Source: an optimization exercise on an open RTL-to-GDS flow (aim: small area). Production flows keep margins and buffers that such runs may drop. In this exercise RTL edits were held to simulation tests only and were not proved equivalent to the original. Power is estimated from default activity; no workload was simulated.

==> flow/design.v <==
module column_pool_writer #(
    parameter int IMG_ROW = 54,
    parameter int SHIFT   = 4,
    parameter int ADDR_W  = 12
) (
    input  logic                    clk,
    input  logic                    reset,
    input  logic                    frame_start,
    input  logic [ADDR_W-1:0]       base_addr,
    input  logic                    pool_en,
    input  logic [IMG_ROW-1:0]      in_done,
    input  logic [IMG_ROW*16-1:0]   in_value,
    output logic                    wr_en,
    output logic [ADDR_W-1:0]       wr_addr,
    output logic [IMG_ROW*8-1:0]    wr_data,
    output logic                    busy,
    output logic                    overrun
);
    logic [IMG_ROW-1:0]        mask;
    logic [IMG_ROW-1:0][7:0]   acc;        
    logic [IMG_ROW-1:0][7:0]   acc_nxt;
    logic                      phase;
    logic                      pool_q;
    logic [ADDR_W-1:0]         addr_cnt;
    logic                      col_done;
    logic                      do_write;
    function automatic logic [7:0] quantize(input logic [15:0] v);
        logic signed [15:0] s;
        s = $signed(v) >>> SHIFT;
        if (s > 16'sd127)
            quantize = 8'h7F;
        else if (s < -16'sd128)
            quantize = 8'h80;
        else
            quantize = s[7:0];
    endfunction
    assign col_done = &(mask | in_done);
    assign do_write = !frame_start && col_done && !(pool_q && !phase);
    assign busy     = (mask != '0) | phase;
    always_comb begin
        for (int i = 0; i < IMG_ROW; i++) begin
            logic [7:0] q;
            q = quantize(in_value[i*16 +: 16]);
            acc_nxt[i] = acc[i];
            if (in_done[i] && !mask[i] && (!phase || ($signed(q) > $signed(acc[i]))))
                acc_nxt[i] = q;
        end
    end
    always_ff @(posedge clk) begin
        acc <= acc_nxt;
    end
    always_ff @(posedge clk or posedge reset) begin
        if (reset) begin
            mask    <= '0;
            overrun <= 1'b0;
        end else if (frame_start) begin
            mask    <= '0;
            overrun <= 1'b0;
        end else begin
            if ((in_done & mask) != '0)
                overrun <= 1'b1;
            mask <= col_done ? '0 : (mask | in_done);
        end
    end
    always_ff @(posedge clk or posedge reset) begin
        if (reset) begin
            phase    <= 1'b0;
            pool_q   <= 1'b0;
            addr_cnt <= '0;
            wr_en    <= 1'b0;
            wr_addr  <= '0;
            wr_data  <= '0;
        end else begin
            wr_en <= do_write;
            if (frame_start) begin
                phase    <= 1'b0;
                pool_q   <= pool_en;
                addr_cnt <= base_addr;
            end else if (col_done) begin
                phase <= pool_q && !phase;
            end
            if (do_write) begin
                wr_addr  <= addr_cnt;
                addr_cnt <= addr_cnt + ADDR_W'(1);
                wr_data  <= acc_nxt;
            end
        end
    end
endmodule
==> flow/config.mk <==
export PLATFORM = sky130hd
export DESIGN_NAME = column_pool_writer
export DESIGN_NICKNAME = column_pool_writer
export VERILOG_FILES = /design/flow/design.v
export SDC_FILE = /design/flow/constraint.sdc
export NUM_CORES = 4
export LEC_CHECK = 0
export CAP_MARGIN = 20
export CORE_MARGIN = 2
export CORE_UTILIZATION = 40
export SLEW_MARGIN = 20
==> flow/constraint.sdc <==
create_clock -name core_clock -period 6.0 [get_ports {clk}]
set_input_delay 1.2000 -clock core_clock [delete_from_list [all_inputs] [get_ports {clk}]]
set_output_delay 1.2000 -clock core_clock [all_outputs]
set_load 0.01 [all_outputs]
run.sh (not shown) runs the stock make flow with config.mk's settings and CLKGATE_MAP_FILE= SYNTH_SCRIPT=/design/flow/synth_recipe.tcl, a recipe that flattens the netlist after the stock synthesis.
The baseline died in I/O pin placement (PPL-0024).
Next try:
CORE_AREA = 5 5 485 485   (was unset)
CORE_MARGIN = unset   (was 2)
CORE_UTILIZATION = unset   (was 40)
DIE_AREA = 0 0 490 490   (was unset)
This time the run passed the timing, design-rule and antenna checks.
Area after synthesis is unchanged.
Synthesized cell count does not change.

---

P:
Another version of the RTL of column_pool_writer (not shown whole).
Size: roughly 950 flip-flops, roughly 1400 I/O pins, roughly 0.045 sq mm of cells after synthesis.
make LEC_CHECK=0 CAP_MARGIN=20 CORE_AREA='5 5 795 185' CTS_BUF_LIST=sky130_fd_sc_hd__clkbuf_16 CTS_CLUSTER_DIAMETER=80 CTS_CLUSTER_SIZE=24 DIE_AREA='0 0 800 190' SLEW_MARGIN=20 finish   # period 6.0 ns
What Q does differently from P at the input level:
- PLACE_DENSITY now 0.85, previously not set
- CTS_CLUSTER_DIAMETER no longer set, was 80
- CTS_CLUSTER_SIZE no longer set, was 24
- CTS_BUF_LIST no longer set, was sky130_fd_sc_hd__clkbuf_16
==> flow/flow/run.sh (new file) <==
#!/bin/bash
# Own layout flow: the standard flow (standard.sh) with three changes:
#  - synthesis maps logic with an area-oriented ABC script (flow/area.abc);
#  - the port buffers that global placement inserts are buf_1 cells;
#  - clock tree synthesis uses smaller buffers and no dummy loads.
# Each tool's output is logged under orfs/logs/ (ORFS), plus make's output in
# flow_make.log here.
set -euo pipefail
W=$(pwd)
F=$W/flow
cat "$F/abc_hook.tcl" "$W/synth_recipe.tcl" > "$W/own_synth.tcl"
sed "s#SYNTH_SCRIPT=[^ ]*#SYNTH_SCRIPT=$W/own_synth.tcl#" "$W/standard.sh" > "$W/own_standard.sh"
grep -q "SYNTH_SCRIPT=$W/own_synth.tcl" "$W/own_standard.sh"
export MY_ABC_SCRIPT=$F/area.abc
export CTS_ARGS="-sink_clustering_enable -repair_clock_nets -dont_use_dummy_load -buf_list sky130_fd_sc_hd__clkbuf_16 -sink_clustering_size 24 -sink_clustering_max_diameter 80"
export BUFFER_PORTS_ARGS="-buffer_cell sky130_fd_sc_hd__buf_1"
bash "$W/own_standard.sh" > "$W/flow_make.log" 2>&1
==> flow/flow/abc_hook.tcl (new file) <==
proc abc {args} {
  set i [lsearch -exact $args -script]
  if {$i >= 0} { lset args [expr {$i + 1}] $::env(MY_ABC_SCRIPT) }
  yosys abc {*}$args
}
==> flow/flow/area.abc (new file) <==
&get -n
&st
&synch2 -K 8
&dch -f
&nf -R 1000 -p -C 32
&put
==> flow/standard.sh (new file) <==
#!/bin/bash
# synth_recipe.tcl (not shown) runs the flow's synth.tcl, then flattens the netlist and writes it again
# the make line also repeats each setting of config.mk as NAME=value (left out here)
make -C /OpenROAD-flow-scripts/flow DESIGN_CONFIG=/design/flow/config.mk WORK_HOME=/design/flow/orfs CLKGATE_MAP_FILE= SYNTH_SCRIPT=/design/flow/synth_recipe.tcl "${@:-finish}"
removed: flow/run.sh
[summary]
- Sequential share of layout area sits higher in Q than in P.
- Compared to P, Q has required time reported for the critical path endpoint 1.47 ns higher.
- Relative to P, cell depth of the worst setup path has increased by 4 in Q.
- Looking at peak clock frequency supported by timing, Q sits above P.
The inputs of R differ from those of Q as listed below.
- swapping 0.85 for 0.4 in PLACE_DENSITY
## What came out
Across Q and R, the outcome is the same: a clean finish for every run. Delta (R minus Q): relative max-transition margin grew by 14 points, top achievable clock speed went up, wire length on met3 fell 21000 microns, mean routed wirelength per cell lost 21%. Taking Q as the reference point, the met1 global-route usage of R falls by 9.7 points. Highest cell delay on the worst timing path was lower in Q than in R.
> inputs changed (R -> S)
- PLACE_DENSITY no longer set, was 0.4
diff --git a/flow/flow/run.sh b/flow/flow/run.sh
--- a/flow/flow/run.sh
+++ b/flow/flow/run.sh
@@ -15 +15 @@
-export CTS_ARGS="-sink_clustering_enable -repair_clock_nets -dont_use_dummy_load -buf_list sky130_fd_sc_hd__clkbuf_16 -sink_clustering_size 24 -sink_clustering_max_diameter 80"
+export CTS_ARGS="-sink_clustering_enable -repair_clock_nets -dont_use_dummy_load -buf_list sky130_fd_sc_hd__clkbuf_8 -sink_clustering_size 12 -sink_clustering_max_diameter 50"
==> flow/flow/area.abc <==
&get -n
&st
&synch2
&dch -f
&nf -R 1000 -p
&put
[summary]
- Going from R to S, worst slack at placement grows by 0.35 ns.
- For the relative contribution of combinational cells to total power, S came in 0.8 points higher than R did.
- Relative to R, the total of plain and repair buffers excluding clock buffers of S is lower by 0.83%.
- In terms of clock power, R and S differ only marginally.
- From R to S the numbers moved as follows: placed cell area ~0 delta, wire length now larger, minimum clock period after layout down 0.18 ns, die area was more or less identical.
- Across both runs, number of buffer and inverter stages on the critical path was lower for S than for R.
- Between S and R, the well-tap cell count does not differ in any meaningful way.
- Highest clock rate on S is ahead of R.

---

Setup of run A:
column_pool_writer, a different RTL version from the one above (not shown whole).
For scale: roughly 950 flip-flops, ~1400 I/O pins, roughly 0.039 mm^2 of cells after synthesis.
export LEC_CHECK = 0
export CAP_MARGIN = 20
export CORE_AREA = 5 5 485 485
export DIE_AREA = 0 0 490 490
export SLEW_MARGIN = 20
create_clock -name core_clock -period 6.0 [get_ports {clk}]
standard.sh (not shown) runs the stock make flow with config.mk's settings and CLKGATE_MAP_FILE= SYNTH_SCRIPT=/design/flow/synth_recipe.tcl, a recipe that flattens the netlist after the stock synthesis.
==> flow/flow/run.sh <==
#!/bin/bash
# Own layout flow: the standard flow (standard.sh) with three changes:
#  - synthesis maps logic with an area-oriented ABC script (flow/area.abc);
#  - the port buffers that global placement inserts are buf_1 cells;
#  - clock tree synthesis uses smaller buffers and no dummy loads.
# Each tool's output is logged under orfs/logs/ (ORFS), plus make's output in
# flow_make.log here.
set -euo pipefail
W=$(pwd)
F=$W/flow
cat "$F/abc_hook.tcl" "$W/synth_recipe.tcl" > "$W/own_synth.tcl"
sed "s#SYNTH_SCRIPT=[^ ]*#SYNTH_SCRIPT=$W/own_synth.tcl#" "$W/standard.sh" > "$W/own_standard.sh"
grep -q "SYNTH_SCRIPT=$W/own_synth.tcl" "$W/own_standard.sh"
export MY_ABC_SCRIPT=$F/area.abc
export CTS_ARGS="-sink_clustering_enable -repair_clock_nets -dont_use_dummy_load -buf_list sky130_fd_sc_hd__clkbuf_16 -sink_clustering_size 30 -sink_clustering_max_diameter 100"
export BUFFER_PORTS_ARGS="-buffer_cell sky130_fd_sc_hd__buf_1"
bash "$W/own_standard.sh" > "$W/flow_make.log" 2>&1
==> flow/flow/abc_hook.tcl <==
proc abc {args} {
  set i [lsearch -exact $args -script]
  if {$i >= 0} { lset args [expr {$i + 1}] $::env(MY_ABC_SCRIPT) }
  yosys abc {*}$args
}
==> flow/flow/area.abc <==
&get -n
&st
&synch2
&dch -f
&nf -R 1000 -p
&put
Run A: PASS, flow complete, no timing, DRC or antenna violations
The inputs of run B differ from those of run A as listed below.
# run A
export LEC_CHECK = 0
export CAP_MARGIN = 20
export CORE_AREA = 5 5 485 485
export DIE_AREA = 0 0 490 490
export SLEW_MARGIN = 20
create_clock -name core_clock -period 6.0 [get_ports {clk}]
# run B
export LEC_CHECK = 0
export CAP_MARGIN = 0
export CORE_AREA = 5 5 795 185
export DIE_AREA = 0 0 800 190
export SLEW_MARGIN = 0
create_clock -name core_clock -period 6.0 [get_ports {clk}]
--- a/flow/flow/run.sh
+++ b/flow/flow/run.sh
@@ -15 +15 @@
-export CTS_ARGS="-sink_clustering_enable -repair_clock_nets -dont_use_dummy_load -buf_list sky130_fd_sc_hd__clkbuf_16 -sink_clustering_size 30 -sink_clustering_max_diameter 100"
+export CTS_ARGS="-sink_clustering_enable -repair_clock_nets -dont_use_dummy_load -buf_list sky130_fd_sc_hd__clkbuf_8 -sink_clustering_size 12 -sink_clustering_max_diameter 50"
Notes after the runs:
- Delta (run B minus run A): setup slack higher; count of non-filler cells in the finished layout went down; largest net degree at the start of global routing now sits higher; total power higher.
--- input diff run B..run C ---
# run B
export LEC_CHECK = 0
export CAP_MARGIN = 0
export CORE_AREA = 5 5 795 185
export DIE_AREA = 0 0 800 190
export SLEW_MARGIN = 0
create_clock -name core_clock -period 6.0 [get_ports {clk}]
# run C
export LEC_CHECK = 0
export CAP_MARGIN = 20
export CORE_AREA = 5 5 485 485
export DIE_AREA = 0 0 490 490
export SLEW_MARGIN = 20
create_clock -name core_clock -period 6.0 [get_ports {clk}]
--- a/flow/flow/run.sh
+++ b/flow/flow/run.sh
@@ -15 +15 @@
-export CTS_ARGS="-sink_clustering_enable -repair_clock_nets -dont_use_dummy_load -buf_list sky130_fd_sc_hd__clkbuf_8 -sink_clustering_size 12 -sink_clustering_max_diameter 50"
+export CTS_ARGS="-sink_clustering_enable -repair_clock_nets -dont_use_dummy_load -buf_list sky130_fd_sc_hd__clkbuf_8 -sink_clustering_size 20 -sink_clustering_max_diameter 60"
--- a/flow/flow/area.abc
+++ b/flow/flow/area.abc
@@ -3 +2,0 @@
-&synch2
==> comparison <==
Fraction of the core area covered by cells at the end of the flow came out lower on run C than on run B.
Comparing run B and run C, largest stage delay on the critical path is higher on run B.
Between run C and run B, it is run C whose met3 capacity usage during global routing is higher, by 3.0 points.
Highest attainable clock frequency in run C is about 7% lower than in run B
Edits applied to the flow inputs when going from run C to run D:
# run C
export LEC_CHECK = 0
export CAP_MARGIN = 20
export CORE_AREA = 5 5 485 485
export DIE_AREA = 0 0 490 490
export SLEW_MARGIN = 20
create_clock -name core_clock -period 6.0 [get_ports {clk}]
# run D
export LEC_CHECK = 0
export CAP_MARGIN = 20
export CORE_AREA = 5 5 795 185
export DIE_AREA = 0 0 800 190
export SLEW_MARGIN = 20
create_clock -name core_clock -period 6.0 [get_ports {clk}]
--- a/flow/flow/run.sh
+++ b/flow/flow/run.sh
@@ -15 +15 @@
-export CTS_ARGS="-sink_clustering_enable -repair_clock_nets -dont_use_dummy_load -buf_list sky130_fd_sc_hd__clkbuf_8 -sink_clustering_size 20 -sink_clustering_max_diameter 60"
+export CTS_ARGS="-sink_clustering_enable -repair_clock_nets -dont_use_dummy_load -buf_list sky130_fd_sc_hd__clkbuf_8 -sink_clustering_size 12 -sink_clustering_max_diameter 50"
--- a/flow/flow/area.abc
+++ b/flow/flow/area.abc
@@ -2,0 +3 @@
+&synch2
==> notes.md <==
The higher total power came out of run C. Number of cell instances on the worst register-to-register path ends up lower on run C. On run D: highest achievable clock rate is about 8% higher than what run C gave. On final design area excluding fillers, run D does better than run C. Run C → run D: area fraction in and, or, nand and nor cells after synthesis went up 1.5 points; share of synthesized flip-flops with an asynchronous set or reset was more or less identical.
> inputs changed (run D -> run E)
--- a/flow/flow/run.sh
+++ b/flow/flow/run.sh
@@ -15 +15 @@
-export CTS_ARGS="-sink_clustering_enable -repair_clock_nets -dont_use_dummy_load -buf_list sky130_fd_sc_hd__clkbuf_8 -sink_clustering_size 12 -sink_clustering_max_diameter 50"
+export CTS_ARGS="-sink_clustering_enable -repair_clock_nets -dont_use_dummy_load -buf_list sky130_fd_sc_hd__clkbuf_16 -sink_clustering_size 24 -sink_clustering_max_diameter 80"
==> comparison <==
- NOTE overall routed net length run D->run E decreased slightly
- Run E vs run D: via count down
- Run E vs. run D: number of nets in the finished design went down by 44.
- The lower fraction of power consumed by the clock network came out of run E.
- The setup slack number comes out higher for run E vs run D.
- Total inserted antenna cells for run E: 16% down relative to run D
- Core utilization of run E is on par with run D.
- Compared with run D, run E shows a lower normalized max-slew margin.

==> port drivers added, routing unchanged <==
The flow's constraints put no driver on any port. The routed layouts listed below were extracted and timed again, unchanged, in two steps. Step 1: set_driving_cell puts a clkbuf_16 on clk and a buf_2 on each other input, an assumption about the parent block. Step 2 times the ports against the registers' clock, not the clock port: input delays grow and output delays shrink by t, the midpoint of the rising clock arrivals with the driver on. Slacks: ideal / step 1 / step 2; pairs: ideal / step 1.
| run | t, ns | setup WS [ns] | worst slew at a driven data input, ns |
|---|---|---|---|
| the second run of note 1 | 0.831 | 1.226 / 1.123 / 0.840 | 0.37 |
| P | 0.714 | 1.790 / 1.712 / 1.165 | 0.14 |
| Q | 0.726 | 1.837 / 1.771 / 1.165 | 0.27 |
| R | 0.728 | 1.894 / 1.938 / 1.210 | 0.12 |
| S | 0.774 | 2.075 / 1.998 / 1.397 | 0.16 |
| run A | 0.760 | 1.866 / 1.787 / 1.323 | 0.24 |
| run B | 0.789 | 1.911 / 1.837 / 1.340 | 0.17 |
| run C | 0.905 | 1.595 / 1.539 / 0.633 | 0.23 |
| run D | 0.788 | 1.912 / 1.838 / 1.338 | 0.16 |
| run E | 0.710 | 1.925 / 1.945 / 1.270 | 0.16 |
After both steps setup and hold are still met in every run listed. For run C, which loses most, drivers alone change the setup slack by -0.056 ns; drivers and shift together by -0.962 ns.
